Background: an optimization exercise with open tools, aiming at small area, a short achievable clock period and few clock cycles. Do not read the settings as production practice.
RTL that was checked went through simulation tests only; none was proved equivalent to the original.
No functional check of the RTL was part of run 5.

==> design.v <==
package lss_pkg;
    localparam int MAX_POINTS  = 1024;
    localparam int SAMPLE_BITS = 16;
    localparam int CNT_W       = $clog2(MAX_POINTS + 1);
    localparam int OUT_W       = 32;
    localparam int SX_W  = 26;    
    localparam int SXY_W = 42;    
    localparam int SXX_W = 41;    
    localparam int NUM_W = 51;    
    localparam int DEN_W = 50;    
endpackage
module lss_ctrl (
    input  logic close1,
    input  logic close2,
    input  logic closep,
    input  logic cap_soon,
    output logic busy
);
    logic many;
    logic one;
    assign many = (close1 & close2) | (close1 & closep) | (close2 & closep);
    assign one  = close1 | close2 | closep;
    assign busy = many | (one & ~cap_soon);
endmodule
module lss_square (
    input  logic signed [15:0] x,
    output logic [30:0]        sq
);
    logic        s;
    logic [14:0] w;
    assign s = x[15];
    assign w = x[14:0] ^ {15{s}};
    always_comb
    begin
        logic [30:0] acc;
        acc = {15'b0, s ? {w, 1'b1} : 16'b0};
        for (int i = 0; i < 15; i++)
        begin
            acc = acc + (31'(w[i]) << (2 * i));
            for (int j = i + 1; j < 15; j++)
            begin
                acc = acc + (31'(w[i] & w[j]) << (i + j + 1));
            end
        end
        sq = acc;
    end
endmodule
module lss_booth (
    input  logic [2:0] b,
    output logic       one,
    output logic       two,
    output logic       neg
);
    assign one = b[1] ^ b[0];
    assign two = (b[2] & ~b[1] & ~b[0]) | (~b[2] & b[1] & b[0]);
    assign neg = b[2] & ~(b[1] & b[0]);
endmodule
module least_squares_slope_core (
    input  logic                                   clk,
    input  logic                                   rst_n,
    input  logic                                   start,
    output logic                                   busy,
    input  logic signed [lss_pkg::SAMPLE_BITS-1:0] x_value,
    input  logic signed [lss_pkg::SAMPLE_BITS-1:0] y_value,
    input  logic                                   last_pair,
    output logic                                   done,
    output logic signed [lss_pkg::OUT_W-1:0]       slope,
    output logic                                   no_spread,
    output logic                                   saturated,
    output logic                                   overflowed,
    output logic [lss_pkg::CNT_W-1:0]              pair_count
);
    localparam int SXW  = lss_pkg::SX_W;
    localparam int SXYW = lss_pkg::SXY_W;
    localparam int SXXW = lss_pkg::SXX_W;
    localparam int NW   = lss_pkg::NUM_W;
    localparam int DW   = lss_pkg::DEN_W;
    logic               v1;
    logic               l1;
    logic signed [15:0] x1;
    logic signed [15:0] y1;
    always_ff @(posedge clk or negedge rst_n)
    begin
        if (!rst_n) v1 <= 1'b0;
        else        v1 <= start & ~busy;
    end
    always_ff @(posedge clk)
    begin
        l1 <= last_pair;
        x1 <= x_value;
        y1 <= y_value;
    end
    logic               v2;
    logic               l2;
    logic signed [15:0] x2;
    logic signed [15:0] y2;
    logic signed [31:0] pxy2;
    logic [30:0]        pxx2;
    logic [30:0]        sq1;
    lss_square u_sq (.x(x1), .sq(sq1));
    always_ff @(posedge clk or negedge rst_n)
    begin
        if (!rst_n) v2 <= 1'b0;
        else        v2 <= v1;
    end
    always_ff @(posedge clk)
    begin
        l2   <= l1;
        x2   <= x1;
        y2   <= y1;
        pxy2 <= x1 * y1;
        pxx2 <= sq1;
    end
    logic                   fresh;    
    logic                   pend;     
    logic [10:0]            cnt;
    logic signed [SXW-1:0]  sx;
    logic signed [SXW-1:0]  sy;
    logic signed [SXYW-1:0] sxy;
    logic [SXXW-1:0]        sxx;
    logic                   drop;
    logic                   full;
    logic                   cap;
    assign full = ~fresh & cnt[10];    
    always_ff @(posedge clk or negedge rst_n)
    begin
        if (!rst_n)
        begin
            fresh <= 1'b1;
            pend  <= 1'b0;
        end
        else
        begin
            if (v2) fresh <= l2;
            if (v2 & l2)  pend <= 1'b1;
            else if (cap) pend <= 1'b0;
        end
    end
    always_ff @(posedge clk)
    begin
        if (v2)
        begin
            if (!full)
            begin
                cnt <= (fresh ? 11'd0 : cnt) + 11'd1;
                sx  <= (fresh ? '0 : sx) + SXW'(x2);
                sy  <= (fresh ? '0 : sy) + SXW'(y2);
                sxy <= (fresh ? '0 : sxy) + SXYW'(pxy2);
                sxx <= (fresh ? '0 : sxx) + SXXW'(pxx2);
            end
            drop <= ~fresh & (drop | full);
        end
    end
    logic                   m_full;
    logic [3:0]             m_step;
    logic [10:0]            m_n;
    logic                   m_drop;
    logic signed [SXW-1:0]  m_sx;
    logic signed [SXW-1:0]  m_sy;
    logic signed [SXYW-1:0] m_sxy;
    logic [SXXW-1:0]        m_sxx;
    logic [NW-1:0]          acc_num;
    logic [DW-1:0]          acc_den;
    logic                   m_run;
    logic                   m_ready;
    logic                   hand;
    logic                   s_one, s_two, s_neg;
    logic                   n_one, n_two, n_neg;
    assign m_run   = m_full & (m_step != 4'd13);
    assign m_ready = m_full & (m_step == 4'd13);
    assign cap     = pend & (~m_full | hand);
    logic [3:0]  step_nx;
    logic [3:0]  k_nx;
    logic [26:0] sxe;
    logic [12:0] ne;
    logic [2:0]  sdig_nx;
    logic [2:0]  ndig_nx;
    logic        s_one_nx, s_two_nx, s_neg_nx;
    logic        n_one_nx, n_two_nx, n_neg_nx;
    assign step_nx = cap ? 4'd0 : m_step + 4'd1;
    assign k_nx    = 4'd12 - step_nx;
    assign sxe     = cap ? {sx, 1'b0} : {m_sx, 1'b0};
    assign ne      = cap ? {1'b0, cnt, 1'b0} : {1'b0, m_n, 1'b0};
    assign sdig_nx = (k_nx > 4'd12) ? 3'b000 : sxe[2*k_nx +: 3];
    assign ndig_nx = (k_nx > 4'd5) ? 3'b000 : ne[2*k_nx +: 3];
    lss_booth u_bs (.b(sdig_nx), .one(s_one_nx), .two(s_two_nx), .neg(s_neg_nx));
    lss_booth u_bn (.b(ndig_nx), .one(n_one_nx), .two(n_two_nx), .neg(n_neg_nx));
    always_ff @(posedge clk or negedge rst_n)
    begin
        if (!rst_n)
        begin
            m_full <= 1'b0;
        end
        else
        begin
            if (cap)       m_full <= 1'b1;
            else if (hand) m_full <= 1'b0;
        end
    end
    always_ff @(posedge clk)
    begin
        if (cap)
        begin
            m_n    <= cnt;
            m_drop <= drop;
            m_sx   <= sx;
            m_sy   <= sy;
            m_sxy  <= sxy;
            m_sxx  <= sxx;
        end
        if (cap | m_run)
        begin
            m_step <= step_nx;
            s_one  <= s_one_nx;
            s_two  <= s_two_nx;
            s_neg  <= s_neg_nx;
            n_one  <= n_one_nx;
            n_two  <= n_two_nx;
            n_neg  <= n_neg_nx;
        end
    end
    logic          first;
    logic          neg_a;
    logic          neg_b;
    logic [NW-1:0] a_num, b_num;
    logic [DW-1:0] a_den, b_den;
    logic [NW-1:0] num_nx;
    logic [DW-1:0] den_nx;
    assign first = (m_step == 4'd0);
    assign neg_a = n_neg;
    assign neg_b = (s_one | s_two) & ~s_neg;    
    always_comb
    begin
        logic [NW-1:0] sxy_e;
        logic [NW-1:0] sy_e;
        logic [DW-1:0] sxx_e;
        logic [DW-1:0] sx_e;
        sxy_e = NW'(m_sxy);
        sy_e  = NW'(m_sy);
        sxx_e = DW'(m_sxx);
        sx_e  = DW'(m_sx);
        a_num = (n_one ? sxy_e : '0) | (n_two ? (sxy_e << 1) : '0);
        b_num = (s_one ? sy_e  : '0) | (s_two ? (sy_e  << 1) : '0);
        a_den = (n_one ? sxx_e : '0) | (n_two ? (sxx_e << 1) : '0);
        b_den = (s_one ? sx_e  : '0) | (s_two ? (sx_e  << 1) : '0);
        a_num = a_num ^ {NW{neg_a}};
        b_num = b_num ^ {NW{neg_b}};
        a_den = a_den ^ {DW{neg_a}};
        b_den = b_den ^ {DW{neg_b}};
        num_nx = {acc_num[NW-3:0] & {(NW-2){~first}}, neg_a & neg_b, neg_a ^ neg_b}
               + a_num + b_num;
        den_nx = {acc_den[DW-3:0] & {(DW-2){~first}}, neg_a & neg_b, neg_a ^ neg_b}
               + a_den + b_den;
    end
    always_ff @(posedge clk)
    begin
        if (m_run)
        begin
            acc_num <= num_nx;
            acc_den <= den_nx;
        end
    end
    localparam logic [1:0] D_IDLE = 2'd0;
    localparam logic [1:0] D_STEP = 2'd1;
    localparam logic [1:0] D_FIN  = 2'd2;
    localparam logic [1:0] D_SHOW = 2'd3;
    logic [1:0]    d_state;
    logic [3:0]    d_cnt;
    logic [DW-1:0] d_rem;
    logic [DW-1:0] d_den;
    logic [31:0]   d_ql;       
    logic          d_neg;
    logic          d_flat;
    logic          d_big;
    logic          d_sat;
    logic [10:0]   d_n;
    logic          d_drop;
    logic          d_loadable;
    assign d_loadable = (d_state == D_IDLE) | (d_state == D_SHOW);
    assign hand       = m_ready & d_loadable;
    logic          num_neg;
    logic [NW-1:0] num_mag;
    assign num_neg = acc_num[NW-1];
    assign num_mag = (acc_num ^ {NW{num_neg}}) + NW'(num_neg);
    logic [DW+2:0] r4;
    logic [DW+2:0] t1, t2, t3;
    logic [DW-1:0] rem_nx;
    logic [1:0]    qd;
    logic          big_c;
    assign r4 = {1'b0, d_rem, d_ql[31:30]};
    assign t1 = r4 - {3'b0, d_den};
    assign t2 = r4 - {2'b0, d_den, 1'b0};
    assign t3 = r4 - {3'b0, d_den} - {2'b0, d_den, 1'b0};
    assign big_c = d_rem >= d_den;
    always_comb
    begin
        if (!t3[DW+2])
        begin
            qd     = 2'd3;
            rem_nx = t3[DW-1:0];
        end
        else if (!t2[DW+2])
        begin
            qd     = 2'd2;
            rem_nx = t2[DW-1:0];
        end
        else if (!t1[DW+2])
        begin
            qd     = 2'd1;
            rem_nx = t1[DW-1:0];
        end
        else
        begin
            qd     = 2'd0;
            rem_nx = r4[DW-1:0];
        end
    end
    logic        sat_c;
    logic [31:0] slope_c;
    always_comb
    begin
        sat_c = ~d_flat & (d_big | (d_ql[31] & (~d_neg | (|d_ql[30:0]))));
        if (d_flat)
            slope_c = 32'd0;
        else if (sat_c)
            slope_c = d_neg ? 32'h8000_0000 : 32'h7FFF_FFFF;
        else if (d_neg)
            slope_c = -d_ql;
        else
            slope_c = d_ql;
    end
    always_ff @(posedge clk or negedge rst_n)
    begin
        if (!rst_n)
        begin
            d_state <= D_IDLE;
        end
        else
        begin
            case (d_state)
                D_IDLE:  if (hand) d_state <= D_STEP;
                D_STEP:  if ((d_cnt == 4'd15) || ((d_cnt == 4'd0) && (d_flat | big_c)))
                             d_state <= D_FIN;
                D_FIN:   d_state <= D_SHOW;
                default: d_state <= hand ? D_STEP : D_IDLE;
            endcase
        end
    end
    always_ff @(posedge clk)
    begin
        if (hand)
        begin
            d_cnt  <= 4'd0;
            d_neg  <= num_neg;
            d_rem  <= DW'(num_mag[NW-1:16]);
            d_ql   <= {num_mag[15:0], 16'd0};
            d_den  <= acc_den;
            d_flat <= (acc_den == '0);
            d_n    <= m_n;
            d_drop <= m_drop;
        end
        else if (d_state == D_STEP)
        begin
            d_cnt <= d_cnt + 4'd1;
            d_rem <= rem_nx;
            d_ql  <= {d_ql[29:0], qd};
            if (d_cnt == 4'd0) d_big <= big_c;
        end
        else if (d_state == D_FIN)
        begin
            d_ql  <= slope_c;
            d_sat <= sat_c;
        end
    end
    assign done       = (d_state == D_SHOW);
    assign slope      = d_ql;
    assign no_spread  = d_flat;
    assign saturated  = d_sat;
    assign overflowed = d_drop;
    assign pair_count = d_n;
    logic m_soon;
    logic d_soon;
    logic cap_soon;
    assign m_soon   = m_step >= 4'd11;
    assign d_soon   = (d_state != D_STEP) | (d_cnt == 4'd15);
    assign cap_soon = ~m_full | (m_soon & d_soon);
    lss_ctrl u_ctrl (
        .close1   (v1 & l1),
        .close2   (v2 & l2),
        .closep   (pend),
        .cap_soon (cap_soon),
        .busy     (busy)
    );
endmodule
==> run.sh <==
#!/bin/bash
# synth_recipe.tcl (not shown) runs the flow's synth.tcl, then flattens the netlist and writes it again
# the make line also repeats each setting of config.mk as NAME=value (left out here)
make -C /OpenROAD-flow-scripts/flow DESIGN_CONFIG=/design/flow/config.mk WORK_HOME=/design/flow/orfs CLKGATE_MAP_FILE= SYNTH_SCRIPT=/design/flow/synth_recipe.tcl finish
==> config.mk <==
export PLATFORM = sky130hd
export DESIGN_NAME = least_squares_slope_core
export DESIGN_NICKNAME = least_squares_slope_core
export VERILOG_FILES = /design/flow/design.v
export SDC_FILE = /design/flow/constraint.sdc
export NUM_CORES = 4
export LEC_CHECK = 0
export CAP_MARGIN = 20
export CORE_MARGIN = 2
export CORE_UTILIZATION = 40
export PLACE_DENSITY = 0.6
export SLEW_MARGIN = 20
==> constraint.sdc <==
create_clock -name core_clock -period 11.0 [get_ports {clk}]
set_input_delay 2.2000 -clock core_clock [delete_from_list [all_inputs] [get_ports {clk}]]
set_output_delay 2.2000 -clock core_clock [all_outputs]
set_load 0.01 [all_outputs]
==> results of run 1 <==
==> kinds of logic after synthesis <==
logic type,after synthesis,share of synthesized area (%)
simple gates,2046,15.1
compound gates,1802,17.6
fa+ha+maj,1056,24.9
buf+inv,929,5.26
flops,692,28.6
xor+xnor,581,7.62
mux,59,0.980
==> per-layer routing <==
metal / vias to the layer above / routed length [µm] / track usage [%]
met5: - / 13 / 0
li1: 25100 / - / -
met2: 1473 / 84300 / 35.1
met1: 25400 / 85600 / 30.0
met3: 332 / 9800 / 2.54
met4: 2 / 7400 / 8.35
==> placed cells by master, fill, tap and decap left out, types with 94 or more instances in the layout <==
| cell type | instances |
|---|---|
| xnor2_1 | 417 |
| nand3_1 | 114 |
| a21o_1 | 222 |
| fa_1 | 450 |
| edfxtp_1 | 522 |
| and2_1 | 226 |
| a22oi_1 | 94 |
| nor3_1 | 97 |
| nand2_1 | 607 |
| xor2_1 | 163 |
| nor2b_1 | 181 |
| o21ai_0 | 334 |
| inv_1 | 666 |
| a21oi_1 | 507 |
| nor2_1 | 447 |
| ha_1 | 605 |
| dfxtp_1 | 163 |
==> registers in the layout (all words and copies together) (netlist names), 41 cells and up <==
name and count:
d_rem 50, m_sxy 42, sxy 42, sxx 41, acc_den 50, acc_num 51
m_sxx 41, d_den 50
==> worst min path at each step <==
stage	endpoint	slack [ns]	cells after the start
after CTS	l2$_DFF_P_	0.36	0
after global placement	l2$_DFF_P_	0.34	0
after floorplan	l2$_DFF_P_	0.33	0
final	l2$_DFF_P_	0.35	0
after global routing	l2$_DFF_P_	0.37	0
after detailed placement	l2$_DFF_P_	0.35	0
==> area by class of cell <==
cell class | instances | area, µm² | share of cell area [%]
multi-input cells | 5544 | 44200 | 60.9
inverters | 669 | 2520 | 3.47
well taps | 2189 | 2740 | 3.77
clock buffers | 109 | 2250 | 3.10
clock inverters | 50 | 536 | 0.738
flip-flops and latches | 692 | 19100 | 26.3
repair buffers | 134 | 1210 | 1.67
==> per-stage QoR <==
stage / hold slack [ns] / utilization, % / area [µm²]
after floorplan: 0.331 / - / 66700
after global placement: 0.337 / 42.2 / 69800
after detailed placement: 0.346 / 42.2 / 69800
after CTS: 0.357 / 43.9 / 72600
after global routing: 0.368 / 43.9 / 72600
final: 0.354 / 43.9 / 72600
==> worst max-delay path: cells and delay by family (launching register included) <==
family / cells / cell delay (ns)
AOI/OAI and AO/OA: 16 / 4.50
and+or+nand+nor: 4 / 1.87
adders and majority gates: 3 / 0.97
DFF: 1 / 0.44
xor gates and xnor gates: 1 / 0.19
buffers and inverters: 2 / 0.18
==> results.cfg, run 1 <==
[outcome]
outcome = complete, no violations

[clocking]
clk_latency_ns = 0.73
cts_tree = done
cts_resized = 0
numCtsBuffers = 86
cts_setup_buffers = 0
cts_root_buf = clkbuf_16
cts_max_level = 3
cts_buffer_depth = 3
hold_buffers = 0
clkTransAtPathRegs_ns = 0.08
cts_sinks = 692

[routing]
dr.first_iter.drc_count = 4097
wl_per_cell_um = 19.9
ant_nets = 0
drcViolationCount = 0
finalWirelength_mm = 187
drt-pass1-iter-count = 7
avgViaCountPerCell = 5.57
num_vias = 52300

[global_routing]
grt_pass1_vias = 51700
grt_remaining_overflow = 0
antenna_found_initial = 5
grt_pass1_wl_mm = 294
grt_max_degree = 76
grt_usage_pct = 21.8

[setup_path]
slowest_stage = o311ai_0
rr_startpoint = d_ql[30]$_DFFE_PP_
cp-endpoint = d_rem[19]$_DFFE_PP_
r2r_cells = 26
end_kind = flip-flop
crit_type = reg2reg
max_stage_delay_ns = 0.74
cp-startpoint = d_ql[30]$_DFFE_PP_
crit_path_frequent_cell = o21ai_0
worstPathArrival_ns = 8.86
r2r_slack_ns = 2.71
reg2reg_to = d_rem[19]$_DFFE_PP_
critPathLaunchType = flip-flop
critPathRequiredTime_ns = 11.57
worstPathMaxFanout = 17

[floorplan]
ioPinCount = 84
die_w_um = 413
die_area_um2 = 170000
initial_core_util_pct = 40.4
std_cell_rows = 149
core_area_um2 = 165000
die_h_um = 413

[yosys]
synth_top_area_share_pct = 23.5
synthesis.area_um2 = 66700
ys_ff_latch = 692
synth_edf_count = 522
synthCells = 7165
yosysTopAreaCell = edfxtp_1
synth_top_cells_by_area = edfxtp_1 (23%), fa_1 (13%), ha_1 (11%)
synth_area_per_cell_um2 = 9.32
synth-seq-area-share_pct = 28.6
synth_most_common_cell = inv_1
synth-main-ff-cell = edfxtp_1
synthArstFlopShare_pct = 1.01
yosys_warnings = 2
synth.distinct_cells = 90
synthTopCellsByCount = inv_1 (666), nand2_1 (608), ha_1 (606)

[timing]
fin_worst_skew_ns = 0.0408
finalCritPeriodShare_pct = 75.4
worst_pin_slew_ns = 1.11
finalSetupTns_ns = 0
slew_headroom_pct = 25.8
setup_viol = 0
setup_ws_ns = 2.71
period_needed_ns = 8.29
final_hold_viol_count = 0
finalMaxSlewViolations = 0
rsz0062_at_grt = false
timing.fmax_mhz = 121

[placed_design]
routabilityCongestion = 0.937
io_buffers = 83
placed_cells = 9227
dp_hpwl_mm = 144
pre_cts_slack_ns = 2.88

[finish]
antennaDiodeCount = 0
final_cell_count_no_fill = 9387
syn2layout_area_growth_pct = 8.72
drive_above_1_share_pct = 4.11
fillers = 15900
layout.nets = 8219

[run]
drv_cap = 0

[min_path]
hold_path_startpoint = l1$_DFF_P_
hold_path_class = reg2reg
Testbench counts, summed over its fixed seeds: cycles 27,084.
==> inputs of run 2 (changes only) <==
--- a/config.mk
+++ b/config.mk
@@ -9,4 +9,5 @@
 export CORE_MARGIN = 2
 export CORE_UTILIZATION = 40
 export PLACE_DENSITY = 0.6
+export SETUP_SLACK_MARGIN = 5
 export SLEW_MARGIN = 20
==> results.cfg, run 2 <==
[finish]
antennaDiodeCount = 0
most-common-layout-cells = inv_1 (641), nand2_1 (582), ha_1 (546)
syn2layout_area_growth_pct = 14.2
final_common_cell = inv_1
top_register = acc_num
largest_register_ffs = 51
layout.nets = 8405
final_core_util_pct = 46.1
drive_above_1_share_pct = 10.5

[routing]
ant_nets = 0
drt-pass1-iter-count = 6
num_vias = 53200
avgViaCountPerCell = 5.56
drcViolationCount = 0
dr.first_iter.drc_count = 3743
wl_per_cell_um = 20.0
finalWirelength_mm = 192

[timing]
period_needed_ns = 6.07
final_hold_viol_count = 0
timing.fmax_mhz = 165
worst_pin_slew_ns = 1.23
slew_headroom_pct = 17.8
rsz0062_at_grt = true
finalMaxSlewViolations = 0
finalSetupTns_ns = 0
fin_worst_skew_ns = 0.0461
finalCritPeriodShare_pct = 55.1
setup_viol = 0

[setup_path]
critPathLaunchType = flip-flop
worstPathArrival_ns = 6.68
reg2reg_to = pxy2[30]$_DFF_P_
worstPathMaxFanout = 7
r2r_slack_ns = 4.93
crit_type = reg2reg
rr_startpoint = x1[6]$_DFF_P_
end_kind = flip-flop
r2r_cells = 23
critPathRequiredTime_ns = 11.62

[yosys]
synth_edf_count = 522
yosys_warnings = 2
synth-main-ff-cell = edfxtp_1
synthArstFlopShare_pct = 1.01
synth_top_cells_by_area = edfxtp_1 (23%), fa_1 (13%), ha_1 (11%)
synth-seq-area-share_pct = 28.6
synthTopCellsByCount = inv_1 (666), nand2_1 (608), ha_1 (606)
synth_most_common_cell = inv_1
synthesis.area_um2 = 66700
yosysTopAreaCell = edfxtp_1
synth_area_per_cell_um2 = 9.32
synth_top_area_share_pct = 23.5
ys_ff_latch = 692
synthCells = 7165
synth.distinct_cells = 90

[min_path]
whs_endpoint = l2$_DFF_P_
holdPathStages = 0
hold_path_startpoint = l1$_DFF_P_
hold_path_class = reg2reg

[clocking]
cts_sinks = 692
clkTransAtPathRegs_ns = 0.06
cts_buffer_depth = 3
cts_root_buf = clkbuf_16
clk_latency_ns = 0.71
cts_tree = done
numCtsBuffers = 84
cts_max_level = 3

[placed_design]
routabilityCongestion = 0.946
dp_hpwl_mm = 143
io_buffers = 83

[outcome]
outcome = complete, no violations

[floorplan]
ioPinCount = 84
core_area_um2 = 165000
initial_core_util_pct = 40.4
die_area_um2 = 170000
die_h_um = 413
std_cell_rows = 149
die_w_um = 413

[global_routing]
antenna_found_initial = 9
grt_pass1_wl_mm = 297
grt_pass1_vias = 52400
grt_usage_pct = 22.0
grt_remaining_overflow = 0
grt_max_degree = 84

[run]
drv_cap = 0
==> run 2: cell counts after synthesis <==
Identical to the previous run, type by type.
==> run 2: metrics by stage <==
stage | std cells | instance area, µm² | worst slack [ns] | hold slack, ns
final | 9573 | 76300 | 4.93 | 0.354
after global routing | 9573 | 76300 | 4.72 | 0.368
after CTS | 9516 | 74600 | 4.83 | 0.357
after detailed placement | 9220 | 69800 | 3.31 | 0.348
after global placement | 9220 | 69800 | 3.33 | 0.350
after floorplan | 7165 | 66900 | 5.00 | 0.331
==> run 2: how the worst max path moves through the flow <==
stage	startpoint	end	slack, ns	depth (start not counted)
3_3_place_gp	d_ql[30]$_DFFE_PP_	d_rem[19]$_DFFE_PP_	3.33	27
6_report	x1[6]$_DFF_P_	pxy2[30]$_DFF_P_	4.93	23
4_1_cts	x1[5]$_DFF_P_	pxy2[30]$_DFF_P_	4.83	23
3_5_place_dp	d_ql[30]$_DFFE_PP_	d_rem[19]$_DFFE_PP_	3.31	27
5_1_grt	d_ql[30]$_DFFE_PP_	d_rem[28]$_DFFE_PP_	4.72	30
2_1_floorplan	x1[1]$_DFF_P_	pxx2[30]$_DFF_P_	5.00	26
==> run 2: metal layers <==
metal	up-vias	part of all wire, %	GRT usage, %
li1	25500	-	-
met1	25800	45	29.9
met2	1544	46	35.7
met3	336	5.2	2.74
met4	4	3.9	7.95
met5	-	0.015	0
==> run 2: area by class of cell <==
cell class                 instances  area [µm²]
clock inverter                    45         470
inverter                         669        2530
timing repair buffer             320        3160
sequential                       692       19200
multi-input combinational       5546       45800
clock buffer                     112        2320
fill                           15600       89100
tap                             2189        2740
==> run 2: cells by family (layout without fill, tap and decap cells) <==
group	count (synthesis)	in the layout	synth area share, %
AOI/OAI and AO/OA	1802	1802	17.6
adders and majority gates	1056	1056	24.9
muxes	59	59	0.980
and+or+nand+nor	2046	2048	15.1
buffers and inverters	929	1146	5.26
xor gates and xnor gates	581	581	7.62
DFF	692	692	28.6
==> run 2: worst max-delay path: stages, from the launching register on <==
cell and delay [ns]:
dfxtp_4 0.39, and2_4 0.17, fa_1 0.49, inv_1 0.05
fa_1 0.47, fa_1 0.50, fa_1 0.51, inv_2 0.04
fa_1 0.49, inv_2 0.04, fa_1 0.51, inv_2 0.05
ha_4 0.23, a21o_1 0.16, a21oi_2 0.12, nor2b_2 0.06
or2_4 0.24, nand2_4 0.06, o31ai_4 0.07, a41oi_2 0.19
a31oi_2 0.14, a22o_1 0.28, o41a_1 0.44, o311ai_1 0.24
==> run 2: what timing repair did <==
item                       CTS  global route
gates resized for setup    208           271
gates cloned                 4             9
hold buffers                 0             0
setup endpoints to repair  113            89
pin swaps                   92           145
buffers inserted           135            48
==> inputs of run 3 (changes only) <==
--- a/design.v
+++ b/design.v
@@ -11,15 +11,14 @@
 endpackage
 module lss_ctrl (
     input  logic close1,
-    input  logic close2,
     input  logic closep,
     input  logic cap_soon,
     output logic busy
 );
     logic many;
     logic one;
-    assign many = (close1 & close2) | (close1 & closep) | (close2 & closep);
-    assign one  = close1 | close2 | closep;
+    assign many = close1 & closep;
+    assign one  = close1 | closep;
     assign busy = many | (one & ~cap_soon);
 endmodule
 module lss_square (
@@ -90,37 +89,15 @@
         x1 <= x_value;
         y1 <= y_value;
     end
-    logic               v2;
-    logic               l2;
-    logic signed [15:0] x2;
-    logic signed [15:0] y2;
-    logic signed [31:0] pxy2;
-    logic [30:0]        pxx2;
-    logic [30:0]        sq1;
-    lss_square u_sq (.x(x1), .sq(sq1));
-    always_ff @(posedge clk or negedge rst_n)
-    begin
-        if (!rst_n) v2 <= 1'b0;
-        else        v2 <= v1;
-    end
-    always_ff @(posedge clk)
-    begin
-        l2   <= l1;
-        x2   <= x1;
-        y2   <= y1;
-        pxy2 <= x1 * y1;
-        pxx2 <= sq1;
-    end
     logic                   fresh;    
     logic                   pend;     
     logic [10:0]            cnt;
     logic signed [SXW-1:0]  sx;
     logic signed [SXW-1:0]  sy;
-    logic signed [SXYW-1:0] sxy;
-    logic [SXXW-1:0]        sxx;
     logic                   drop;
     logic                   full;
-    logic                   cap;
+    logic                   cap;      
+    logic                   cap_b;    
     assign full = ~fresh & cnt[10];    
     always_ff @(posedge clk or negedge rst_n)
     begin
@@ -131,26 +108,73 @@
         end
         else
         begin
-            if (v2) fresh <= l2;
-            if (v2 & l2)  pend <= 1'b1;
+            if (v1) fresh <= l1;
+            if (v1 & l1)  pend <= 1'b1;
             else if (cap) pend <= 1'b0;
         end
     end
     always_ff @(posedge clk)
     begin
-        if (v2)
+        if (v1)
         begin
             if (!full)
             begin
                 cnt <= (fresh ? 11'd0 : cnt) + 11'd1;
-                sx  <= (fresh ? '0 : sx) + SXW'(x2);
-                sy  <= (fresh ? '0 : sy) + SXW'(y2);
-                sxy <= (fresh ? '0 : sxy) + SXYW'(pxy2);
-                sxx <= (fresh ? '0 : sxx) + SXXW'(pxx2);
+                sx  <= (fresh ? '0 : sx) + SXW'(x1);
+                sy  <= (fresh ? '0 : sy) + SXW'(y1);
             end
             drop <= ~fresh & (drop | full);
         end
     end
+    logic               a2;       
+    logic               c2;       
+    logic signed [31:0] pxy2;
+    logic [30:0]        pxx2;
+    logic [30:0]        sq1;
+    lss_square u_sq (.x(x1), .sq(sq1));
+    always_ff @(posedge clk or negedge rst_n)
+    begin
+        if (!rst_n)
+        begin
+            a2 <= 1'b0;
+            c2 <= 1'b0;
+        end
+        else
+        begin
+            a2 <= v1 & ~full;
+            c2 <= v1 & l1;
+        end
+    end
+    always_ff @(posedge clk)
+    begin
+        pxy2 <= x1 * y1;
+        pxx2 <= sq1;
+    end
+    logic                   fresh_b;
+    logic signed [SXYW-1:0] sxy;
+    logic [SXXW-1:0]        sxx;
+    always_ff @(posedge clk or negedge rst_n)
+    begin
+        if (!rst_n)
+        begin
+            fresh_b <= 1'b1;
+            cap_b   <= 1'b0;
+        end
+        else
+        begin
+            if (c2)      fresh_b <= 1'b1;
+            else if (a2) fresh_b <= 1'b0;
+            cap_b <= cap;
+        end
+    end
+    always_ff @(posedge clk)
+    begin
+        if (a2)
+        begin
+            sxy <= (fresh_b ? '0 : sxy) + SXYW'(pxy2);
+            sxx <= (fresh_b ? '0 : sxx) + SXXW'(pxx2);
+        end
+    end
     logic                   m_full;
     logic [3:0]             m_step;
     logic [10:0]            m_n;
@@ -205,6 +229,9 @@
             m_drop <= drop;
             m_sx   <= sx;
             m_sy   <= sy;
+        end
+        if (cap_b)
+        begin
             m_sxy  <= sxy;
             m_sxx  <= sxx;
         end
@@ -290,7 +317,12 @@
     assign r4 = {1'b0, d_rem, d_ql[31:30]};
     assign t1 = r4 - {3'b0, d_den};
     assign t2 = r4 - {2'b0, d_den, 1'b0};
-    assign t3 = r4 - {3'b0, d_den} - {2'b0, d_den, 1'b0};
+    logic [DW+2:0] c3a, c3b, c3s, c3c;
+    assign c3a = ~{3'b0, d_den};
+    assign c3b = ~{2'b0, d_den, 1'b0};
+    assign c3s = r4 ^ c3a ^ c3b;
+    assign c3c = {(r4[DW+1:0] & c3a[DW+1:0]) | (r4[DW+1:0] & c3b[DW+1:0]) | (c3a[DW+1:0] & c3b[DW+1:0]), 1'b1};
+    assign t3  = c3s + c3c + (DW+3)'(1);
     assign big_c = d_rem >= d_den;
     always_comb
     begin
@@ -381,12 +413,11 @@
     logic m_soon;
     logic d_soon;
     logic cap_soon;
-    assign m_soon   = m_step >= 4'd11;
-    assign d_soon   = (d_state != D_STEP) | (d_cnt == 4'd15);
+    assign m_soon   = m_step >= 4'd12;
+    assign d_soon   = (d_state != D_STEP);
     assign cap_soon = ~m_full | (m_soon & d_soon);
     lss_ctrl u_ctrl (
         .close1   (v1 & l1),
-        .close2   (v2 & l2),
         .closep   (pend),
         .cap_soon (cap_soon),
         .busy     (busy)
==> flow/run.sh (new file) <==
#!/bin/bash
# standard layout, with timing repair aiming further below the clock period
set -euo pipefail
export SETUP_SLACK_MARGIN=6.5
bash standard.sh > flow.log 2>&1
==> standard.sh (new file) <==
#!/bin/bash
# synth_recipe.tcl (not shown) runs the flow's synth.tcl, then flattens the netlist and writes it again
# the make line also repeats each setting of config.mk as NAME=value (left out here)
make -C /OpenROAD-flow-scripts/flow DESIGN_CONFIG=/design/flow/config.mk WORK_HOME=/design/flow/orfs CLKGATE_MAP_FILE= SYNTH_SCRIPT=/design/flow/synth_recipe.tcl "${@:-finish}"
--- a/config.mk
+++ b/config.mk
@@ -9,5 +9,4 @@
 export CORE_MARGIN = 2
 export CORE_UTILIZATION = 40
 export PLACE_DENSITY = 0.6
-export SETUP_SLACK_MARGIN = 5
 export SLEW_MARGIN = 20
removed: run.sh
==> results.cfg, run 3 <==
[global_routing]
grt_usage_pct = 23.1
grt_pass1_vias = 53700
grt_remaining_overflow = 0
grt_pass1_wl_mm = 309
antenna_found_initial = 4
grt_max_degree = 85

[yosys]
synth_top_cells_by_area = edfxtp_1 (24%), fa_1 (15%), ha_1 (11%)
synthArstFlopShare_pct = 1.51
synth_area_per_cell_um2 = 9.43
synth_most_common_cell = inv_1
synth_top_area_share_pct = 23.5
synthTopCellsByCount = inv_1 (621), ha_1 (607), nand2_1 (563)
yosys_warnings = 2
synthCells = 7069
synth_edf_count = 522
yosysTopAreaCell = edfxtp_1
synth-seq-area-share_pct = 27.8
synth.distinct_cells = 104
ys_ff_latch = 662
synth-main-ff-cell = edfxtp_1
synthesis.area_um2 = 66700

[timing]
whs_ns = 0.440
slew_headroom_pct = 22.7
rsz0062_at_grt = true
finalSetupTns_ns = 0
worst_pin_slew_ns = 1.16
finalMaxSlewViolations = 0
fin_worst_skew_ns = 0.0306
finalCritPeriodShare_pct = 54.9
setup_viol = 0
period_needed_ns = 6.04
setup_ws_ns = 4.96
final_hold_viol_count = 0
timing.fmax_mhz = 166

[clocking]
numCtsBuffers = 82
cts_max_level = 3
hold_buffers = 0
cts_sinks = 662
cts_buffer_depth = 3
clkTransAtPathRegs_ns = 0.07
cts_root_buf = clkbuf_16
cts_tree = done
clk_latency_ns = 0.71

[finish]
multi_input_area_um2 = 48300
layout.nets = 8599
regArea_um2 = 18600
final_common_cell = inv_1
drive_above_1_share_pct = 17.2
most-common-layout-cells = inv_1 (557), nand2_1 (540), edfxtp_1 (522)
top_register = acc_num
fillers = 15100
largest_register_ffs = 51
syn2layout_area_growth_pct = 21.4

[routing]
drcViolationCount = 0
avgViaCountPerCell = 5.61
num_vias = 54500
wl_per_cell_um = 21.0
drt-pass1-iter-count = 8
finalWirelength_mm = 204
dr.first_iter.drc_count = 3983
ant_nets = 0

[setup_path]
reg2reg_to = pxy2[31]$_DFF_P_
max_stage_delay_ns = 0.52
critPathLaunchType = flip-flop
r2r_cells = 23
rr_startpoint = y1[6]$_DFF_P_
crit_path_frequent_cell = fa_1
end_kind = flip-flop
worstPathArrival_ns = 6.67
r2r_slack_ns = 4.96
slowest_stage = fa_1
cp-endpoint = pxy2[31]$_DFF_P_
worstPathMaxFanout = 8
path_cells = and2_4, fa_1, inv_1, fa_1, fa_1, inv_2, fa_1, fa_1, inv_1, fa_1, inv_2, ha_4, a21o_1, a21oi_2, o31ai_4, a2111oi_4, o31a_1, o21bai_2, a31oi_4, o31ai_4, a211o_1, a21oi_2, xor2_1
cp-startpoint = y1[6]$_DFF_P_
critPathRequiredTime_ns = 11.64
crit_type = reg2reg

[placed_design]
dp_hpwl_mm = 139
io_buffers = 83
routabilityCongestion = 0.933
pre_cts_slack_ns = 4.36

[floorplan]
initial_core_util_pct = 40.4
die_area_um2 = 170000
die_w_um = 412
core_area_um2 = 165000
ioPinCount = 84
die_h_um = 412
std_cell_rows = 149

[min_path]
holdPathStages = 0
hold_path_class = reg2reg

[run]
drv_cap = 0

[outcome]
outcome = complete, no violations
## run 3: cell count changes after synthesis, sizes merged, moves of 18 or more
cell    before  now
o22ai       11   32
nand2b      61   79
nor3        97   78
a211oi      46   64
inv        668  622
dfxtp      163  130
a21o       222  200
nor2       449  469
fa         450  499
o211ai      33   54
nand2      610  567
## run 3: final cells by class
class	count	area share, %
Multi-Input combinational cell	5538	59.7
Sequential cell	662	23.0
Timing Repair Buffer	548	7.33
Tap cell	2189	3.38
Inverter	625	2.97
Clock buffer	113	2.88
Clock inverter	40	0.711
Antenna cell	1	0.00309
## run 3: how the worst min path moves through the flow
stage	from	to	slack, ns
after floorplan	m_drop$_DFFE_PP_	d_drop$_DFFE_PP_	0.40
after global placement	c2$_DFF_PN0_	fresh_b$_DFFE_PN1P_	0.41
after detailed placement	c2$_DFF_PN0_	fresh_b$_DFFE_PN1P_	0.43
after CTS	m_n[4]$_DFFE_PP_	d_n[4]$_DFFE_PP_	0.44
after global routing	m_n[4]$_DFFE_PP_	d_n[4]$_DFFE_PP_	0.45
final	m_n[4]$_DFFE_PP_	d_n[4]$_DFFE_PP_	0.44
## run 3: logic make-up after synthesis
| logic type | share of synthesized area, % |
|---|---|
| AND/OR/NAND/NOR | 14.8 |
| AO/OA/AOI/OAI | 17.2 |
| adder cells (fa/ha/maj) | 26.4 |
| buffers and inverters | 5.03 |
| flip-flops | 27.8 |
| XOR/XNOR | 7.86 |
| multiplexers | 0.884 |
## run 3: worst max-delay path, delay by kind of cell, from the launching register on
kind | cells | cell delay [ns]
flip-flops | 1 | 0.38
AO/OA/AOI/OAI | 10 | 1.93
adder cells (fa/ha/maj) | 7 | 3.14
XOR/XNOR | 1 | 0.16
buffers and inverters | 4 | 0.19
AND/OR/NAND/NOR | 1 | 0.17
## run 3: per-stage QoR
step / util, % / cells / cell area [µm²]
floorplan: - / 7069 / 67500
global placement: 42.4 / 9120 / 70100
detailed placement: 42.4 / 9120 / 70100
CTS: 47.6 / 9594 / 78600
global route: 49.0 / 9715 / 81000
finish: 49.0 / 9716 / 81000
## run 3: layer usage
metal	wire length (µm)	vias up	GRT usage (%)
li1	-	25600	-
met4	8540	2	8.10
met3	11600	397	2.87
met2	94500	1667	37.7
met1	88900	26800	31.5
met5	13	-	0
## run 3: timing repair
item / 4_1_cts / 5_1_grt
resized for setup: 534 / 305
pin swaps: 214 / 253
gates cloned: 35 / 8
setup buffers: 286 / 112
setup endpoints to repair: 221 / 184
Testbench counts of run 3, summed over its fixed seeds: cycles 27,076.
==> inputs of run 4 (changes only) <==
==> run.sh (new file) <==
#!/bin/bash
# synth_recipe.tcl (not shown) runs the flow's synth.tcl, then flattens the netlist and writes it again
# the make line also repeats each setting of config.mk as NAME=value (left out here)
make -C /OpenROAD-flow-scripts/flow DESIGN_CONFIG=/design/flow/config.mk WORK_HOME=/design/flow/orfs CLKGATE_MAP_FILE= SYNTH_SCRIPT=/design/flow/synth_recipe.tcl finish
--- a/config.mk
+++ b/config.mk
@@ -9,4 +9,5 @@
 export CORE_MARGIN = 2
 export CORE_UTILIZATION = 40
 export PLACE_DENSITY = 0.6
+export SETUP_SLACK_MARGIN = 5
 export SLEW_MARGIN = 20
removed: flow/run.sh
removed: standard.sh
==> results.cfg, run 4 <==
[global_routing]
grt_usage_pct = 21.5
grt_max_degree = 103
antenna_found_initial = 2
grt_pass1_vias = 50200
grt_remaining_overflow = 0
grt_pass1_wl_mm = 289

[timing]
setup_ws_ns = 4.92
finalCritPeriodShare_pct = 55.3
timing.fmax_mhz = 164
rsz0062_at_grt = true
finalSetupTns_ns = 0
period_needed_ns = 6.08
final_hold_viol_count = 0
slew_headroom_pct = 31.1
finalMaxSlewViolations = 0
worst_pin_slew_ns = 1.01
setup_viol = 0
fin_worst_skew_ns = 0.0405

[finish]
drive_above_1_share_pct = 7.71
largest_register_ffs = 51
fillers = 15700
final_common_cell = inv_1
most-common-layout-cells = inv_1 (601), ha_1 (570), nand2_1 (555)
top_register = acc_num
syn2layout_area_growth_pct = 11.2
layout.nets = 8250

[min_path]
hold_path_class = reg2reg
whs_endpoint = d_drop$_DFFE_PP_
hold_path_startpoint = m_drop$_DFFE_PP_
holdPathStages = 0

[clocking]
numCtsBuffers = 81
clk_latency_ns = 0.69
cts_root_buf = clkbuf_16
cts_buffer_depth = 3
cts_max_level = 3
hold_buffers = 0
cts_tree = done
cts_sinks = 662
clkTransAtPathRegs_ns = 0.06

[yosys]
synth_top_cells_by_area = edfxtp_1 (24%), fa_1 (15%), ha_1 (11%)
synthesis.area_um2 = 66700
synthCells = 7069
ys_ff_latch = 662
synth_top_area_share_pct = 23.5
synth_area_per_cell_um2 = 9.43
synth-main-ff-cell = edfxtp_1
synthTopCellsByCount = inv_1 (621), ha_1 (607), nand2_1 (563)
synth.distinct_cells = 104
synth_edf_count = 522
yosysTopAreaCell = edfxtp_1
synthArstFlopShare_pct = 1.51
synth_most_common_cell = inv_1
yosys_warnings = 2
synth-seq-area-share_pct = 27.8

[floorplan]
std_cell_rows = 149
core_area_um2 = 165000
ioPinCount = 84
die_h_um = 412
initial_core_util_pct = 40.4
die_w_um = 412
die_area_um2 = 170000

[setup_path]
crit_type = reg2reg
worstPathArrival_ns = 6.68
reg2reg_to = pxy2[31]$_DFF_P_
path_cells = buf_6, and2_4, fa_1, fa_1, ha_2, inv_2, fa_1, inv_2, fa_1, inv_2, fa_1, inv_2, ha_4, or3_4, nor3_4, o31ai_4, a2111oi_4, o31a_1, o21bai_4, a31oi_4, o31ai_4, a211o_1, a21oi_2, xor2_1
critPathRequiredTime_ns = 11.60
crit_path_frequent_cell = fa_1
worstPathMaxFanout = 7
r2r_slack_ns = 4.92
max_stage_delay_ns = 0.56
critPathLaunchType = flip-flop
end_kind = flip-flop
rr_startpoint = y1[6]$_DFF_P_
cp-startpoint = y1[6]$_DFF_P_
r2r_cells = 24
slowest_stage = fa_1

[routing]
drcViolationCount = 0
dr.first_iter.drc_count = 3919
drt-pass1-iter-count = 8
wl_met1_mm = 87.1
top_layer_used = met5
wl_per_cell_um = 19.8
wl_met3_mm = 9.37
dr_wl_met2_mm = 83.5
finalWirelength_mm = 185
ant_nets = 0
num_vias = 51500
avgViaCountPerCell = 5.50

[placed_design]
dp_hpwl_mm = 142
routabilityCongestion = 0.917
io_buffers = 83
pre_cts_slack_ns = 4.05

[run]
drv_cap = 0

[outcome]
outcome = complete, no violations
==> run 4: cell count changes in the layout (fill, tap and decap cells not counted), moves of 21 or more <==
| cell | delta |
|---|---|
| o21ai_0 | +42 |
| a21oi_1 | +57 |
| xnor2_1 | +23 |
| inv_2 | -36 |
| ha_1 | +74 |
| buf_12 | -32 |
| buf_6 | -80 |
| buf_4 | -188 |
| ha_4 | -58 |
| inv_1 | +44 |
| o21ai_2 | -21 |
| a21oi_2 | -48 |
==> run 4: cell families after synthesis <==
family | count (synthesis) | synth area share (%)
simple gates | 1992 | 14.8
compound gates | 1774 | 17.2
buf+inv | 882 | 5.03
fa+ha+maj | 1106 | 26.4
xor+xnor | 598 | 7.86
flops | 662 | 27.8
mux | 55 | 0.884
==> run 4: worst max path at each step <==
stage | end | slack [ns] | depth (start not counted)
2_1_floorplan | pxy2[31]$_DFF_P_ | 5.01 | 22
3_3_place_gp | pxy2[31]$_DFF_P_ | 4.10 | 23
3_5_place_dp | pxy2[31]$_DFF_P_ | 4.05 | 23
5_1_grt | pxy2[31]$_DFF_P_ | 4.69 | 24
6_report | pxy2[31]$_DFF_P_ | 4.92 | 24
4_1_cts | pxy2[31]$_DFF_P_ | 4.81 | 22
==> run 4: routing by layer <==
layer  vias up  global-route usage (%)
met5         -                       0
met4         2                    5.99
met3       241                    2.04
met2      1374                    33.9
met1     25000                    31.4
li1      24900                       -
==> run 4: cell type report <==
type / count / area, µm² / share of cell area [%]
Timing Repair Buffer: 212 / 2010 / 2.72
Inverter: 625 / 2370 / 3.20
Tap cell: 2189 / 2740 / 3.70
Clock buffer: 101 / 2180 / 2.95
Antenna cell: 1 / 2.50 / 0.00338
Multi-Input combinational cell: 5526 / 45600 / 61.5
Sequential cell: 662 / 18600 / 25.1
Clock inverter: 49 / 572 / 0.772
==> run 4: stage by stage <==
stage	hold WS [ns]	util, %	cell area, µm²	instances
final	0.420	44.9	74100	9365
after global routing	0.429	44.9	74100	9364
after CTS	0.423	44.6	73700	9351
after detailed placement	0.411	42.2	69700	9126
after global placement	0.412	42.2	69700	9126
after floorplan	0.400	-	66900	7069
==> run 4: worst max-delay path, delay by kind of cell (launching register included) <==
family / cells / cell delay, ns
AO/OA/AOI/OAI: 8 / 1.57
flip-flops: 1 / 0.37
XOR/XNOR: 1 / 0.15
buffers and inverters: 5 / 0.30
adder cells (fa/ha/maj): 7 / 2.93
AND/OR/NAND/NOR: 3 / 0.68
==> run 4: repair_timing <==
action / in CTS / in global routing
setup endpoints to repair: 38 / 30
setup buffers: 72 / 13
cloned: 3 / 0
gates resized for setup: 142 / 80
pin swaps: 52 / 52
==> inputs of run 5 (changes only) <==
--- a/design.v
+++ b/design.v
@@ -23,7 +23,8 @@
 endmodule
 module lss_square (
     input  logic signed [15:0] x,
-    output logic [30:0]        sq
+    output logic [16:0]        sq_lo,
+    output logic [30:0]        sq_hi
 );
     logic        s;
     logic [14:0] w;
@@ -31,17 +32,22 @@
     assign w = x[14:0] ^ {15{s}};
     always_comb
     begin
-        logic [30:0] acc;
-        acc = {15'b0, s ? {w, 1'b1} : 16'b0};
+        logic [16:0] lo;
+        logic [30:0] hi;
+        lo = {1'b0, s ? {w, 1'b1} : 16'b0};
+        hi = '0;
         for (int i = 0; i < 15; i++)
         begin
-            acc = acc + (31'(w[i]) << (2 * i));
+            if (i < 8) lo = lo + (17'(w[i]) << (2 * i));
+            else       hi = hi + (31'(w[i]) << (2 * i));
             for (int j = i + 1; j < 15; j++)
             begin
-                acc = acc + (31'(w[i] & w[j]) << (i + j + 1));
+                if (j < 8) lo = lo + (17'(w[i] & w[j]) << (i + j + 1));
+                else       hi = hi + (31'(w[i] & w[j]) << (i + j + 1));
             end
         end
-        sq = acc;
+        sq_lo = lo;
+        sq_hi = hi;
     end
 endmodule
 module lss_booth (
@@ -128,10 +134,13 @@
     end
     logic               a2;       
     logic               c2;       
-    logic signed [31:0] pxy2;
-    logic [30:0]        pxx2;
-    logic [30:0]        sq1;
-    lss_square u_sq (.x(x1), .sq(sq1));
+    logic signed [23:0] pxy_lo2;    
+    logic signed [23:0] pxy_hi2;    
+    logic [16:0]        pxx_lo2;
+    logic [30:0]        pxx_hi2;
+    logic [16:0]        sq_lo1;
+    logic [30:0]        sq_hi1;
+    lss_square u_sq (.x(x1), .sq_lo(sq_lo1), .sq_hi(sq_hi1));
     always_ff @(posedge clk or negedge rst_n)
     begin
         if (!rst_n)
@@ -147,8 +156,10 @@
     end
     always_ff @(posedge clk)
     begin
-        pxy2 <= x1 * y1;
-        pxx2 <= sq1;
+        pxy_lo2 <= $signed({1'b0, x1[7:0]}) * y1;
+        pxy_hi2 <= $signed(x1[15:8]) * y1;
+        pxx_lo2 <= sq_lo1;
+        pxx_hi2 <= sq_hi1;
     end
     logic                   fresh_b;
     logic signed [SXYW-1:0] sxy;
@@ -171,8 +182,8 @@
     begin
         if (a2)
         begin
-            sxy <= (fresh_b ? '0 : sxy) + SXYW'(pxy2);
-            sxx <= (fresh_b ? '0 : sxx) + SXXW'(pxx2);
+            sxy <= (fresh_b ? '0 : sxy) + SXYW'(pxy_lo2) + (SXYW'(pxy_hi2) << 8);
+            sxx <= (fresh_b ? '0 : sxx) + SXXW'(pxx_lo2) + SXXW'(pxx_hi2);
         end
     end
     logic                   m_full;
@@ -347,6 +358,8 @@
             rem_nx = r4[DW-1:0];
         end
     end
+    logic d_fin_c;    
+    assign d_fin_c = (d_cnt == 4'd15) || ((d_cnt == 4'd0) && (d_flat | big_c));
     logic        sat_c;
     logic [31:0] slope_c;
     always_comb
@@ -371,8 +384,7 @@
         begin
             case (d_state)
                 D_IDLE:  if (hand) d_state <= D_STEP;
-                D_STEP:  if ((d_cnt == 4'd15) || ((d_cnt == 4'd0) && (d_flat | big_c)))
-                             d_state <= D_FIN;
+                D_STEP:  if (d_fin_c) d_state <= D_FIN;
                 D_FIN:   d_state <= D_SHOW;
                 default: d_state <= hand ? D_STEP : D_IDLE;
             endcase
@@ -410,16 +422,30 @@
     assign saturated  = d_sat;
     assign overflowed = d_drop;
     assign pair_count = d_n;
-    logic m_soon;
-    logic d_soon;
-    logic cap_soon;
-    assign m_soon   = m_step >= 4'd12;
-    assign d_soon   = (d_state != D_STEP);
-    assign cap_soon = ~m_full | (m_soon & d_soon);
+    logic       pend_n;
+    logic       close1_n;
+    logic       m_full_n;
+    logic [3:0] m_step_n;
+    logic       d_step_n;
+    logic       cap_soon_n;
+    logic       busy_n;
+    logic       busy_r;
+    assign pend_n     = (v1 & l1) | (pend & ~cap);
+    assign close1_n   = start & ~busy_r & last_pair;
+    assign m_full_n   = cap | (m_full & ~hand);
+    assign m_step_n   = (cap | m_run) ? step_nx : m_step;
+    assign d_step_n   = (d_state == D_STEP) ? ~d_fin_c : hand;
+    assign cap_soon_n = ~m_full_n | ((m_step_n >= 4'd12) & ~d_step_n);
     lss_ctrl u_ctrl (
-        .close1   (v1 & l1),
-        .closep   (pend),
-        .cap_soon (cap_soon),
-        .busy     (busy)
+        .close1   (close1_n),
+        .closep   (pend_n),
+        .cap_soon (cap_soon_n),
+        .busy     (busy_n)
     );
+    always_ff @(posedge clk or negedge rst_n)
+    begin
+        if (!rst_n) busy_r <= 1'b0;
+        else        busy_r <= busy_n;
+    end
+    assign busy = busy_r;
 endmodule
==> flow/run.sh (new file) <==
#!/bin/bash
# standard layout, with timing repair aiming further below the clock period
set -euo pipefail
export SETUP_SLACK_MARGIN=6.5
bash standard.sh > flow.log 2>&1
==> standard.sh (new file) <==
#!/bin/bash
# synth_recipe.tcl (not shown) runs the flow's synth.tcl, then flattens the netlist and writes it again
# the make line also repeats each setting of config.mk as NAME=value (left out here)
make -C /OpenROAD-flow-scripts/flow DESIGN_CONFIG=/design/flow/config.mk WORK_HOME=/design/flow/orfs CLKGATE_MAP_FILE= SYNTH_SCRIPT=/design/flow/synth_recipe.tcl "${@:-finish}"
--- a/config.mk
+++ b/config.mk
@@ -7,7 +7,6 @@
 export LEC_CHECK = 0
 export CAP_MARGIN = 20
 export CORE_MARGIN = 2
-export CORE_UTILIZATION = 40
-export PLACE_DENSITY = 0.6
-export SETUP_SLACK_MARGIN = 5
+export CORE_UTILIZATION = 55
+export PLACE_DENSITY = 0.7
 export SLEW_MARGIN = 20
removed: run.sh
==> results.cfg, run 5 <==
[yosys]
synth-main-ff-cell = edfxtp_1
synth_top_cells_by_area = edfxtp_1 (23%), fa_1 (14%), ha_1 (12%)
synth-seq-area-share_pct = 28.2
synthTopCellsByCount = inv_1 (666), ha_1 (657), nand2_1 (555)
synth_top_area_share_pct = 23.2
synth_most_common_cell = inv_1
yosys_warnings = 2
synth_edf_count = 519
synthesis.area_um2 = 67300
synthArstFlopShare_pct = 1.60
ys_ff_latch = 687
synth_area_per_cell_um2 = 9.40
synth.distinct_cells = 108
synthCells = 7163
yosysTopAreaCell = edfxtp_1

[global_routing]
antenna_found_initial = 5
top_usage_layer = met2
grt_max_degree = 85
grt_pass1_vias = 53300
grt_pass1_wl_mm = 303
met2_usage_pct = 49.7
grt_remaining_overflow = 0
grt_usage_pct = 30.5
use_met1_pct = 41.8
met3_usage_pct = 4.72

[finish]
regArea_um2 = 19100
fillers = 9614
drive_above_1_share_pct = 14.4
syn2layout_area_growth_pct = 16.9
top_register = acc_num
final_cell_count_no_fill = 9121
final_cell_area_um2 = 78700
final_core_util_pct = 64.8
most-common-layout-cells = inv_1 (628), ha_1 (568), nand2_1 (543)
final_common_cell = inv_1
largest_register_ffs = 51
layout.nets = 8588
multi_input_area_um2 = 47800

[run]
drv_cap = 0

[setup_path]
critPathRequiredTime_ns = 11.56
crit_family = adder cells
path_cells = buf_4, buf_12, ha_4, or2_4, fa_1, inv_1, fa_2, fa_1, ha_4, ha_4, fa_2, a21o_1, a21oi_4, o21bai_1, a21oi_2, nor2b_1, o21a_1, o31a_1, o41ai_4, buf_4, o21bai_4, a211oi_2, nor2_1
cp_num_buf_inv = 4
crit_type = reg2reg
worstPathArrival_ns = 6.16
crit_path_frequent_cell = ha_4
worstPathMaxFanout = 6
end_kind = flip-flop
max_stage_delay_ns = 0.59
critPathLaunchType = flip-flop
slowest_stage = fa_1

[timing]
finalMaxSlewViolations = 0
whs_ns = 0.411
worst_pin_slew_ns = 1.18
timing.fmax_mhz = 178
setup_viol = 0
period_needed_ns = 5.61
slew_headroom_pct = 21.3
rsz0062_at_grt = true
finalSetupTns_ns = 0
final_hold_viol_count = 0
fin_worst_skew_ns = 0.0630
finalCritPeriodShare_pct = 51.0
setup_ws_ns = 5.39

[floorplan]
std_cell_rows = 128
die_area_um2 = 125000
core_area_um2 = 122000
initial_core_util_pct = 55.4
ioPinCount = 84
die_w_um = 354
die_h_um = 354

[routing]
wl_per_cell_um = 21.7
ant_nets = 0
dr.first_iter.drc_count = 5023
num_vias = 55100
drcViolationCount = 0
finalWirelength_mm = 198
drt-pass1-iter-count = 6
avgViaCountPerCell = 6.05

[clocking]
cts_buffer_depth = 3
cts_sinks = 687
clkTransAtPathRegs_ns = 0.06
numCtsBuffers = 83
cts_max_level = 3
cts_root_buf = clkbuf_16
clk_latency_ns = 0.71
cts_tree = done
hold_buffers = 0

[placed_design]
routabilityCongestion = 0.971
io_buffers = 83
placedInstanceArea_um2 = 69900
placed_cells = 8647
pre_cts_slack_ns = 4.68
dp_hpwl_mm = 142

[min_path]
hold_path_class = reg2reg

[outcome]
outcome = complete, no violations
-- run 5: cell count changes in the layout (fill, tap and decap cells not counted), moves of 30 or more --
cell,change
o21ai_2,+33
a21oi_2,+49
ha_4,+41
fa_1,-35
a21oi_1,-76
buf_6,+35
a22o_1,-30
buf_4,+145
xor2_1,-42
-- run 5: logic make-up after synthesis --
group           synth area share [%]
flops                           28.2
compound gates                  17.3
other cells                  0.00557
buf+inv                         5.27
simple gates                    14.7
mux                            0.853
xor+xnor                        7.42
fa+ha+maj                       26.2
-- run 5: worst paths after layout --
kind | cells past startpoint | end | startpoint | slack, ns
worst max-delay path | 23 | pxx_hi2[28]$_DFF_P_ | x1[15]$_DFF_P_ | 5.39
worst min-delay path | 0 | m_sxy[1]$_DFFE_PP_ | sxy[1]$_DFFE_PP_ | 0.41
worst max register to register | 23 | pxx_hi2[28]$_DFF_P_ | x1[15]$_DFF_P_ | 5.39
worst min register to register | 0 | m_sxy[1]$_DFFE_PP_ | sxy[1]$_DFFE_PP_ | 0.41
max in group asynchronous | 1 | cap_b$_DFF_PN0_ | rst_n | 8.52
min in group asynchronous | 1 | c2$_DFF_PN0_ | rst_n | 1.95
-- run 5: cell type report --
cell class	count	share of cell area [%]
Clock buffer	99	2.82
Antenna cell	3	0.00954
Timing Repair Buffer	437	5.64
Clock inverter	55	0.704
Tap cell	1625	2.58
Sequential cell	687	24.3
Inverter	670	3.25
Multi-Input combinational cell	5545	60.7
-- run 5: layer usage --
metal / part of all wire [%] / wire length (µm)
met5: 0.0040 / 8
met4: 3.6 / 7060
met3: 7.8 / 15400
met2: 47 / 92800
met1: 42 / 83100
-- run 5: timing repair --
action                     4_1_cts  5_1_grt
pin swaps                      147      281
setup endpoints to repair      231      180
gates cloned                    16        6
gates resized for setup        374      366
buffers inserted               150      145
==> inputs of run 6 (changes only) <==
--- a/design.v
+++ b/design.v
@@ -60,6 +60,32 @@
     assign two = (b[2] & ~b[1] & ~b[0]) | (~b[2] & b[1] & b[0]);
     assign neg = b[2] & ~(b[1] & b[0]);
 endmodule
+module lss_booth_half (
+    input  logic [8:0]         xb,
+    input  logic signed [15:0] y,
+    output logic signed [23:0] p
+);
+    logic [17:0] y1;
+    logic [17:0] y2;
+    assign y1 = 18'($signed(y));
+    assign y2 = {y1[16:0], 1'b0};
+    always_comb
+    begin
+        logic [23:0] acc;
+        logic        one, two, neg;
+        logic [17:0] row;
+        acc = 24'h56_0000;
+        for (int j = 0; j < 4; j++)
+        begin
+            one = xb[2*j+1] ^ xb[2*j];
+            two = (xb[2*j+2] & ~xb[2*j+1] & ~xb[2*j]) | (~xb[2*j+2] & xb[2*j+1] & xb[2*j]);
+            neg = xb[2*j+2] & ~(xb[2*j+1] & xb[2*j]);
+            row = ((one ? y1 : 18'd0) | (two ? y2 : 18'd0)) ^ {18{neg}};
+            acc = acc + (24'({~row[17], row[16:0]}) << (2 * j)) + (24'(neg) << (2 * j));
+        end
+        p = acc;
+    end
+endmodule
 module least_squares_slope_core (
     input  logic                                   clk,
     input  logic                                   rst_n,
@@ -140,7 +166,11 @@
     logic [30:0]        pxx_hi2;
     logic [16:0]        sq_lo1;
     logic [30:0]        sq_hi1;
+    logic signed [23:0] pxy_lo1;
+    logic signed [23:0] pxy_hi1;
     lss_square u_sq (.x(x1), .sq_lo(sq_lo1), .sq_hi(sq_hi1));
+    lss_booth_half u_mlo (.xb({x1[7:0], 1'b0}), .y(y1), .p(pxy_lo1));
+    lss_booth_half u_mhi (.xb(x1[15:7]),        .y(y1), .p(pxy_hi1));
     always_ff @(posedge clk or negedge rst_n)
     begin
         if (!rst_n)
@@ -156,8 +186,8 @@
     end
     always_ff @(posedge clk)
     begin
-        pxy_lo2 <= $signed({1'b0, x1[7:0]}) * y1;
-        pxy_hi2 <= $signed(x1[15:8]) * y1;
+        pxy_lo2 <= pxy_lo1;
+        pxy_hi2 <= pxy_hi1;
         pxx_lo2 <= sq_lo1;
         pxx_hi2 <= sq_hi1;
     end
==> run.sh (new file) <==
#!/bin/bash
# synth_recipe.tcl (not shown) runs the flow's synth.tcl, then flattens the netlist and writes it again
# the make line also repeats each setting of config.mk as NAME=value (left out here)
make -C /OpenROAD-flow-scripts/flow DESIGN_CONFIG=/design/flow/config.mk WORK_HOME=/design/flow/orfs CLKGATE_MAP_FILE= SYNTH_SCRIPT=/design/flow/synth_recipe.tcl finish
--- a/config.mk
+++ b/config.mk
@@ -9,4 +9,5 @@
 export CORE_MARGIN = 2
 export CORE_UTILIZATION = 55
 export PLACE_DENSITY = 0.7
+export SETUP_SLACK_MARGIN = 5
 export SLEW_MARGIN = 20
removed: flow/run.sh
removed: standard.sh
==> results.cfg, run 6 <==
[floorplan]
core_area_um2 = 118000
std_cell_rows = 126
initial_core_util_pct = 55.2
die_h_um = 348
ioPinCount = 84
die_w_um = 348
die_area_um2 = 121000

[clocking]
numCtsBuffers = 80
cts_root_buf = clkbuf_16
clk_latency_ns = 0.68
hold_buffers = 0
cts_sinks = 687
cts_max_level = 3
clkTransAtPathRegs_ns = 0.06
cts_tree = done
cts_buffer_depth = 3

[finish]
most-common-layout-cells = ha_1 (653), edfxtp_1 (519), xnor2_1 (473)
final_common_cell = ha_1
syn2layout_area_growth_pct = 8.77
drive_above_1_share_pct = 6.01
layout.nets = 7865
largest_register_ffs = 51
fillers = 9958
top_register = acc_num

[timing]
setup_ws_ns = 5.14
finalSetupTns_ns = 0
timing.fmax_mhz = 171
fin_worst_skew_ns = 0.0401
finalCritPeriodShare_pct = 53.3
setup_viol = 0
worst_pin_slew_ns = 1.10
slew_headroom_pct = 25.9
period_needed_ns = 5.86
finalMaxSlewViolations = 0
rsz0062_at_grt = true
final_hold_viol_count = 0

[yosys]
synth-adder-area-share_pct = 23.2
synthCells = 6879
synth_top_cells_by_area = edfxtp_1 (24%), ha_1 (13%), fa_1 (10%)
synth.area.mux_share_pct = 0.950
synth_compound_area_share_pct = 19.4
synth-simple-area-share_pct = 13.4
synth_top_area_share_pct = 24.0
synth_top_family_by_area = adder cells
ys_ff_latch = 687
yosys_warnings = 3
synth-seq-area-share_pct = 29.3
synthTopCellsByCount = ha_1 (674), edfxtp_1 (519), xnor2_1 (473)
yosysTopAreaCell = edfxtp_1
synth.distinct_cells = 94
synth-main-ff-cell = edfxtp_1
synth_area_per_cell_um2 = 9.44
synthXorXnorAreaFrac_pct = 9.55
synthesis.area_um2 = 65000
synth_most_common_cell = ha_1
synth_edf_count = 519
synthArstFlopShare_pct = 1.60

[setup_path]
r2r_slack_ns = 5.14
cp_num_buf_inv = 4
critPathRequiredTime_ns = 11.60
critPathLaunchType = flip-flop
rr_startpoint = x1[11]$_DFF_P_
slowest_stage = fa_1
path_cells = ha_2, nand2b_1, buf_6, xor2_1, fa_1, inv_1, fa_1, inv_1, fa_1, ha_1, inv_1, o21bai_1, a21oi_1, nor2b_1, o21a_1, o41ai_4, o21ai_1, or4_1, a31oi_2, o21bai_1, a21o_1, o31ai_1, xnor2_1
crit_family = adder cells
worstPathMaxFanout = 15
cp-startpoint = x1[11]$_DFF_P_
end_kind = flip-flop
crit_type = reg2reg
max_stage_delay_ns = 0.53
worstPathArrival_ns = 6.46

[global_routing]
grt_pass1_vias = 48700
grt_remaining_overflow = 0
grt_pass1_wl_mm = 270
grt_usage_pct = 27.8
grt_max_degree = 110
antenna_found_initial = 0

[routing]
wl_per_cell_um = 20.4
avgViaCountPerCell = 6.12
drt-pass1-iter-count = 6
wl_met3_mm = 11.3
top_layer_used = met4
wl_met1_mm = 79.0
ant_nets = 0
dr.first_iter.drc_count = 4569
num_vias = 51600
dr_wl_met2_mm = 76.3
finalWirelength_mm = 172
drcViolationCount = 0

[placed_design]
io_buffers = 83
pre_cts_slack_ns = 3.71
dp_hpwl_mm = 131
routabilityCongestion = 0.940

[run]
drv_cap = 0

[outcome]
outcome = complete, no violations

[min_path]
hold_path_class = reg2reg
hold_path_startpoint = m_drop$_DFFE_PP_
==> run 6: stage by stage <==
stage | util [%] | hold slack, ns | std cells | instance area (µm²)
floorplan | - | 0.400 | 6880 | 65000
global placement | 57.0 | 0.407 | 8249 | 67000
detailed placement | 57.0 | 0.408 | 8249 | 67000
CTS | 59.8 | 0.424 | 8415 | 70400
global route | 60.1 | 0.433 | 8427 | 70700
finish | 60.1 | 0.422 | 8428 | 70700
==> run 6: kinds of logic after synthesis <==
family	Yosys count
simple gates	1764
mux	58
fa+ha+maj	1005
xor+xnor	708
compound gates	1913
flops	687
other cells	1
buf+inv	743
==> run 6: final timing paths <==
check,cells past startpoint,to
setup / recovery,23,pxy_hi2[22]$_DFF_P_
hold / removal,0,d_drop$_DFFE_PP_
setup reg to reg,23,pxy_hi2[22]$_DFF_P_
hold reg to reg,0,d_drop$_DFFE_PP_
max in group asynchronous,1,cap_b$_DFF_PN0_
min in group asynchronous,1,a2$_DFF_PN0_
==> run 6: area by class of cell <==
cell class / count / area [µm²] / area share, %
tap: 1536 / 1920 / 2.72
clock buffer: 98 / 2160 / 3.06
sequential: 687 / 19000 / 26.9
antenna: 1 / 2.50 / 0.00354
multi-input combinational: 5452 / 43600 / 61.7
clock inverter: 50 / 702 / 0.993
inverter: 434 / 1650 / 2.33
timing repair buffer: 170 / 1620 / 2.29
==> run 6: repair_timing <==
item / in CTS / in global routing
endpoints found under the setup margin: 52 / 39
buffers inserted: 18 / 10
gates resized for setup: 80 / 57
gates cloned: 0 / 2
pin swaps: 2 / 8
==> run 6: layer usage <==
layer  vias up  track usage (%)
met2      1745             43.5
li1      24600                -
met4         0             8.38
met5         -                0
met1     25000             40.7
met3       237             2.75
Testbench counts of run 6, summed over its fixed seeds: cycles 27,076.

## re-timing with driven ports
Ports are ideal in the flow. The routed layouts listed here were re-timed in OpenROAD. Step 1: set_driving_cell puts a clkbuf_16 on clk and a buf_2 on each other input, an assumption about the parent block. Step 2 also shifts input and output timing later by t, the mid clock arrival at the registers, as if the neighbouring blocks saw the same clock. Slacks: no drivers / after step 1 / after step 2; pairs: no drivers / after step 1.
run	shift t [ns]	setup slack, ns	worst hold slack (ns)	worst setup path after step 2
run 1	0.793	2.709 / 2.709 / 2.709	0.354 / 0.354 / 0.354	register to register
run 2	0.771	4.935 / 4.935 / 4.935	0.354 / 0.354 / 0.354	register to register
run 3	0.780	4.962 / 4.962 / 4.962	0.440 / 0.440 / 0.440	register to register
run 4	0.738	4.916 / 4.916 / 4.916	0.420 / 0.420 / 0.420	register to register
run 5	0.759	5.393 / 5.393 / 5.393	0.411 / 0.411 / 0.411	register to register
run 6	0.740	5.141 / 5.141 / 5.141	0.422 / 0.422 / 0.422	register to register
After both steps setup and hold are still met in every run listed.
